What follows belongs to an exercise in optimizing a design on an open flow for small area, a short achievable clock period and few clock cycles; a production flow would make more cautious choices.
Function was checked by simulation only, so behaviour that the tests miss may differ from the original.
No activity file was given, so power comes from the tool's default toggle rates.

==> inputs of lagoon <==
==> flow/design.v (excerpt) <==
module conv_mac_engine
#(
  parameter int DATA_W = 23,
  parameter int KSIZE  = 3,
  parameter int CH     = 2,
  parameter int WDEPTH = 16,
  parameter int ACC_W  = conv_pkg::acc_w(DATA_W, WDEPTH)
) (
  input  logic                       clk,
  input  logic                       rst_n,
  input  logic                       cfg_we,
  input  logic [$clog2(CH)-1:0]      cfg_ch,
  input  logic [$clog2(WDEPTH)-1:0]  cfg_addr,
  input  logic [DATA_W-1:0]          cfg_wdata,
  input  logic                       mode,
  input  logic [$clog2(WDEPTH):0]    len,
  input  logic                       start,
  input  logic                       in_valid,
  output logic                       in_ready,
  input  logic [DATA_W-1:0]          in_data,
  output logic                       out_valid,
  input  logic                       out_ready,
  output logic [CH*ACC_W-1:0]        out_data,
  output logic                       busy,
  output logic                       err
);
==> flow/config.mk <==
export PLATFORM = sky130hd
export DESIGN_NAME = conv_mac_engine
export DESIGN_NICKNAME = conv_mac_engine
export VERILOG_FILES = /design/flow/design.v
export SDC_FILE = /design/flow/constraint.sdc
export NUM_CORES = 4
export LEC_CHECK = 0
export CAP_MARGIN = 20
export CORE_MARGIN = 2
export CORE_UTILIZATION = 50
export CTS_BUF_LIST = sky130_fd_sc_hd__clkbuf_8
export SLEW_MARGIN = 20
==> flow/constraint.sdc <==
create_clock -name core_clock -period 10.0 [get_ports {clk}]
set_input_delay 2.0000 -clock core_clock [delete_from_list [all_inputs] [get_ports {clk}]]
set_output_delay 2.0000 -clock core_clock [all_outputs]
set_load 0.01 [all_outputs]
standard.sh (not shown) runs the stock make flow with config.mk's settings and CLKGATE_MAP_FILE= SYNTH_SCRIPT=/design/flow/synth_recipe.tcl, a recipe that flattens the netlist after the stock synthesis.
==> flow/flow/run.sh <==
#!/bin/bash
set -euo pipefail
ports="BUFFER_PORTS_ARGS=-buffer_cell sky130_fd_sc_hd__buf_4"
bash standard.sh SETUP_SLACK_MARGIN=6.6 "$ports" cts > standard_cts.log 2>&1
bash standard.sh SETUP_SLACK_MARGIN=6.2 "$ports" finish > standard_finish.log 2>&1
==> inputs of tundra, as changes to lagoon <==
--- a/flow/design.v
+++ b/flow/design.v
@@ -428,11 +428,16 @@
   assign pc = {1'b0, 1'b0, 1'b0, 1'b0, pp7[24], t328, t327, t325, t323, t321, t319, t317, t315, t313, t311, t309, t307, t305, t303, t301, t299, t297, t295, t293, t291, t289, t287, t285, t283, t281, t279, t277, t275, t273, t271, t269, t267, t265, t263, t261, t259, t257, t255, t253, t251, t249, neg[1], 1'b0, 1'b0, neg[0]};
   logic [49:0] ps_q, pc_q, acc_q;
   always_ff @(posedge clk) begin
     ps_q <= ps;
     pc_q <= pc;
-    acc_q <= clr ? 50'd0 : acc_q + ps_q + pc_q;
+  end
+  logic [49:0] as, ac;
+  assign as = acc_q ^ ps_q ^ pc_q;
+  assign ac = {(acc_q[48:0] & ps_q[48:0]) | (acc_q[48:0] & pc_q[48:0]) | (ps_q[48:0] & pc_q[48:0]), 1'b0};
+  always_ff @(posedge clk) begin
+    acc_q <= clr ? 50'd0 : as + ac;
   end
   assign acc = acc_q;
 endmodule
 module conv_mac_engine
 #(
CTS_CLUSTER_DIAMETER = 60   (was not set)
CTS_CLUSTER_SIZE = 12   (was not set)
==> inputs of ember, as changes to lagoon <==
--- a/flow/design.v
+++ b/flow/design.v
@@ -28,23 +28,17 @@
 );
   logic [15:0][22:0] w_q;
   logic [15:0]       wv_q;
   logic [15:0]       rsel;
   logic [22:0]       wrd;
-  logic [15:0]       wen;
-  generate
-    for (genvar k = 0; k < 16; k++) begin : g_w
-      assign wen[k] = wr_en && (wr_addr == 4'(k));
-      always_ff @(posedge clk) begin
-        if (wen[k]) w_q[k] <= wr_data;
-      end
-      always_ff @(posedge clk or negedge rst_n) begin
-        if (!rst_n)      wv_q[k] <= 1'b0;
-        else if (wen[k]) wv_q[k] <= 1'b1;
-      end
-    end
-  endgenerate
+  always_ff @(posedge clk) begin
+    if (wr_en) w_q[wr_addr] <= wr_data;
+  end
+  always_ff @(posedge clk or negedge rst_n) begin
+    if (!rst_n) wv_q <= '0;
+    else if (wr_en) wv_q[wr_addr] <= 1'b1;
+  end
   assign rsel = tap_oh & wv_q;
   always_comb begin
     wrd = '0;
     for (int k = 0; k < 16; k++) wrd = wrd | ({23{rsel[k]}} & w_q[k]);
   end
==> flow/flow/run.sh (replaced) <==
#!/bin/bash
set -euo pipefail
bash standard.sh SETUP_SLACK_MARGIN=6.6 cts > standard_cts.log 2>&1
bash standard.sh SETUP_SLACK_MARGIN=6.2 finish > standard_finish.log 2>&1
==> inputs of sierra, as changes to lagoon <==
--- a/flow/design.v
+++ b/flow/design.v
@@ -20,31 +20,24 @@
   input  logic [3:0]        wr_addr,
   input  logic [22:0]       wr_data,
   input  logic [15:0]       tap_oh,
   input  logic [22:0]       x,
   input  logic [24:0]       x3,
-  input  logic              take,
   input  logic              clr,
   output logic [49:0]       acc
 );
   logic [15:0][22:0] w_q;
   logic [15:0]       wv_q;
   logic [15:0]       rsel;
   logic [22:0]       wrd;
-  logic [15:0]       wen;
-  generate
-    for (genvar k = 0; k < 16; k++) begin : g_w
-      assign wen[k] = wr_en && (wr_addr == 4'(k));
-      always_ff @(posedge clk) begin
-        if (wen[k]) w_q[k] <= wr_data;
-      end
-      always_ff @(posedge clk or negedge rst_n) begin
-        if (!rst_n)      wv_q[k] <= 1'b0;
-        else if (wen[k]) wv_q[k] <= 1'b1;
-      end
-    end
-  endgenerate
+  always_ff @(posedge clk) begin
+    if (wr_en) w_q[wr_addr] <= wr_data;
+  end
+  always_ff @(posedge clk or negedge rst_n) begin
+    if (!rst_n) wv_q <= '0;
+    else if (wr_en) wv_q[wr_addr] <= 1'b1;
+  end
   assign rsel = tap_oh & wv_q;
   always_comb begin
     wrd = '0;
     for (int k = 0; k < 16; k++) wrd = wrd | ({23{rsel[k]}} & w_q[k]);
   end
@@ -66,15 +59,15 @@
         endcase
       end
     end
   endgenerate
   always_ff @(posedge clk) begin
-    s1  <= take ? s1_d : '0;
-    s2  <= take ? s2_d : '0;
-    s3  <= take ? s3_d : '0;
-    s4  <= take ? s4_d : '0;
-    for (int j = 0; j < 8; j++) neg[j] <= take && ws[3*j+3];
+    s1  <= s1_d;
+    s2  <= s2_d;
+    s3  <= s3_d;
+    s4  <= s4_d;
+    for (int j = 0; j < 8; j++) neg[j] <= ws[3*j+3];
   end
   logic [24:0] pp0;
   logic [24:0] pp1;
   logic [24:0] pp2;
   logic [24:0] pp3;
@@ -497,14 +490,20 @@
       toh_q  <= !rdy_q ? WDEPTH'(1) : hs ? {toh_q[WDEPTH-2:0], toh_q[WDEPTH-1]} : toh_q;
       if (!busy_q) nm1_q <= mode ? AW'(len - 1'b1) : AW'(NK - 1);
     end
   end
   logic [DATA_W-1:0] x_q;
-  logic [DATA_W+1:0] x3_q;
-  always_ff @(posedge clk) begin
-    x_q  <= in_data;
-    x3_q <= {{2{in_data[DATA_W-1]}}, in_data} + {in_data[DATA_W-1], in_data, 1'b0};
+  logic [DATA_W+1:0] x3, x3_q;
+  assign x3 = {{2{in_data[DATA_W-1]}}, in_data} + {in_data[DATA_W-1], in_data, 1'b0};
+  always_ff @(posedge clk or negedge rst_n) begin
+    if (!rst_n) begin
+      x_q  <= '0;
+      x3_q <= '0;
+    end else begin
+      x_q  <= hs ? in_data : '0;
+      x3_q <= hs ? x3 : '0;
+    end
   end
   generate
     for (genvar gc = 0; gc < CH; gc++) begin : g_lane
       logic [ACC_W-1:0] acc_c;
       mac_lane u_lane (
@@ -514,11 +513,10 @@
         .wr_addr (cfg_addr),
         .wr_data (cfg_wdata),
         .tap_oh  (toh_q),
         .x       (x_q),
         .x3      (x3_q),
-        .take    (hs),
         .clr     (start_ok),
         .acc     (acc_c)
       );
       assign out_data[gc*ACC_W +: ACC_W] = acc_c;
     end
==> flow/run.sh (new file) <==
#!/bin/bash
# synth_recipe.tcl (not shown) runs the flow's synth.tcl, then flattens the netlist and writes it again
# the make line also repeats each setting of config.mk as NAME=value (left out here)
make -C /OpenROAD-flow-scripts/flow DESIGN_CONFIG=/design/flow/config.mk WORK_HOME=/design/flow/orfs CLKGATE_MAP_FILE= SYNTH_SCRIPT=/design/flow/synth_recipe.tcl finish
CORE_UTILIZATION = 55   (was 50)
CTS_BUF_LIST = not set   (was sky130_fd_sc_hd__clkbuf_8)
SETUP_SLACK_MARGIN = 5   (was not set)
removed: flow/flow/run.sh
removed: flow/standard.sh
==> out/qor.csv <==
metric,value,unit
outcome,no timing/DRC/antenna violations,
CP max FO,4,
Initial Utilization,50.43,%
Resized cells post-CTS,1081,
most frequent cells in the layout,"edfxtp_1, nand2_1, a21o_1",
Pwr Total,0.02552,W
mux share of post-synthesis cell area,0.5692,%
post-synthesis compound-gate area fraction,22.79,%
Via density,6.723,
"non-filler cells, final",8962,
Source of the figures above: ember

==> out/qor.csv <==
metric,value,unit
Pwr Total,0.02734,W
CP Class,in -> reg,
Initial Utilization,50.43,%
post-synthesis compound-gate area fraction,17.65,%
CP max FO,4,
mux share of post-synthesis cell area,0.6257,%
outcome,no timing/DRC/antenna violations,
data arrival time at the worst-slack endpoint,4.45,ns
"non-filler cells, final",7377,
most frequent cells in the layout,"edfxtp_1, inv_1, a22o_1",
Resized cells post-CTS,560,
Via density,6.277,
Source of the figures above: lagoon

==> out/qor.csv <==
metric,value,unit
outcome,no timing/DRC/antenna violations,
CP max FO,50,
Pwr Total,0.02787,W
I/O Buffers,166,
Initial Utilization,55.35,%
Resized cells post-CTS,7,
Via density,6.840,
mux share of post-synthesis cell area,0.5915,%
most frequent cells in the layout,"nand2_1, edfxtp_1, o21ai_0",
"non-filler cells, final",8701,
Source of the figures above: sierra

==> out/qor.csv <==
metric,value,unit
CP max FO,11,
Resized cells post-CTS,461,
Via density,6.369,
Synth area leaders,"edfxtp_1, dfxtp_1, fa_1, a221oi_1, a22o_1",
"Hold-fix buffers, CTS",0,
Initial Utilization,50.43,%
mux share of post-synthesis cell area,0.5860,%
Final Cell Area,72300,um^2
most frequent cells in the layout,"edfxtp_1, inv_1, a22oi_1",
post-synthesis compound-gate area fraction,17.83,%
vias in the first global route,45130,
outcome,no timing/DRC/antenna violations,
Storage cell area,32050,um^2
Pwr Total,0.02455,W
Source of the figures above: tundra

Testbench counts of lagoon, summed over its fixed seeds: cycles 20,142.
Testbench counts of tundra, summed over its fixed seeds: cycles 20,142.
Testbench counts of ember, summed over its fixed seeds: cycles 20,142.
Testbench counts of sierra, summed over its fixed seeds: cycles 20,142.

-- afterwards: timing with drivers on the ports --
No port has a modelled driver above. Below, the same layouts with a new extraction and two added sets of constraints. Step 1 sets driving cells, clkbuf_16 on the clock port and buf_2 on the other inputs (assumed; they add their load-dependent delay and slew). Step 2 moves the port delays by t, midway between the first and last clock arrival at a register: inputs arrive t later, outputs are due t later. That takes back most of the time a late clock gives input paths. a / b / c = no drivers / after step 1 / after step 2; a / b = the first two.
run	t, ns	setup slack, ns	worst hold slack (ns)	latest minus earliest clock arrival (ns)
lagoon	0.964	6.316 / 6.333 / 5.370	0.367 / 0.367 / 0.367	0.059 / 0.059
tundra	0.936	6.465 / 6.439 / 5.615	0.445 / 0.445 / 0.445	0.073 / 0.073
ember	1.033	6.450 / 6.417 / 5.465	0.350 / 0.350 / 0.350	0.068 / 0.068
sierra	0.869	5.084 / 5.145 / 4.276	0.360 / 0.360 / 0.360	0.033 / 0.033
After both steps every run listed still meets setup and hold. For ember, which loses most, drivers alone change the setup slack by -0.033 ns; drivers and shift together by -0.985 ns.
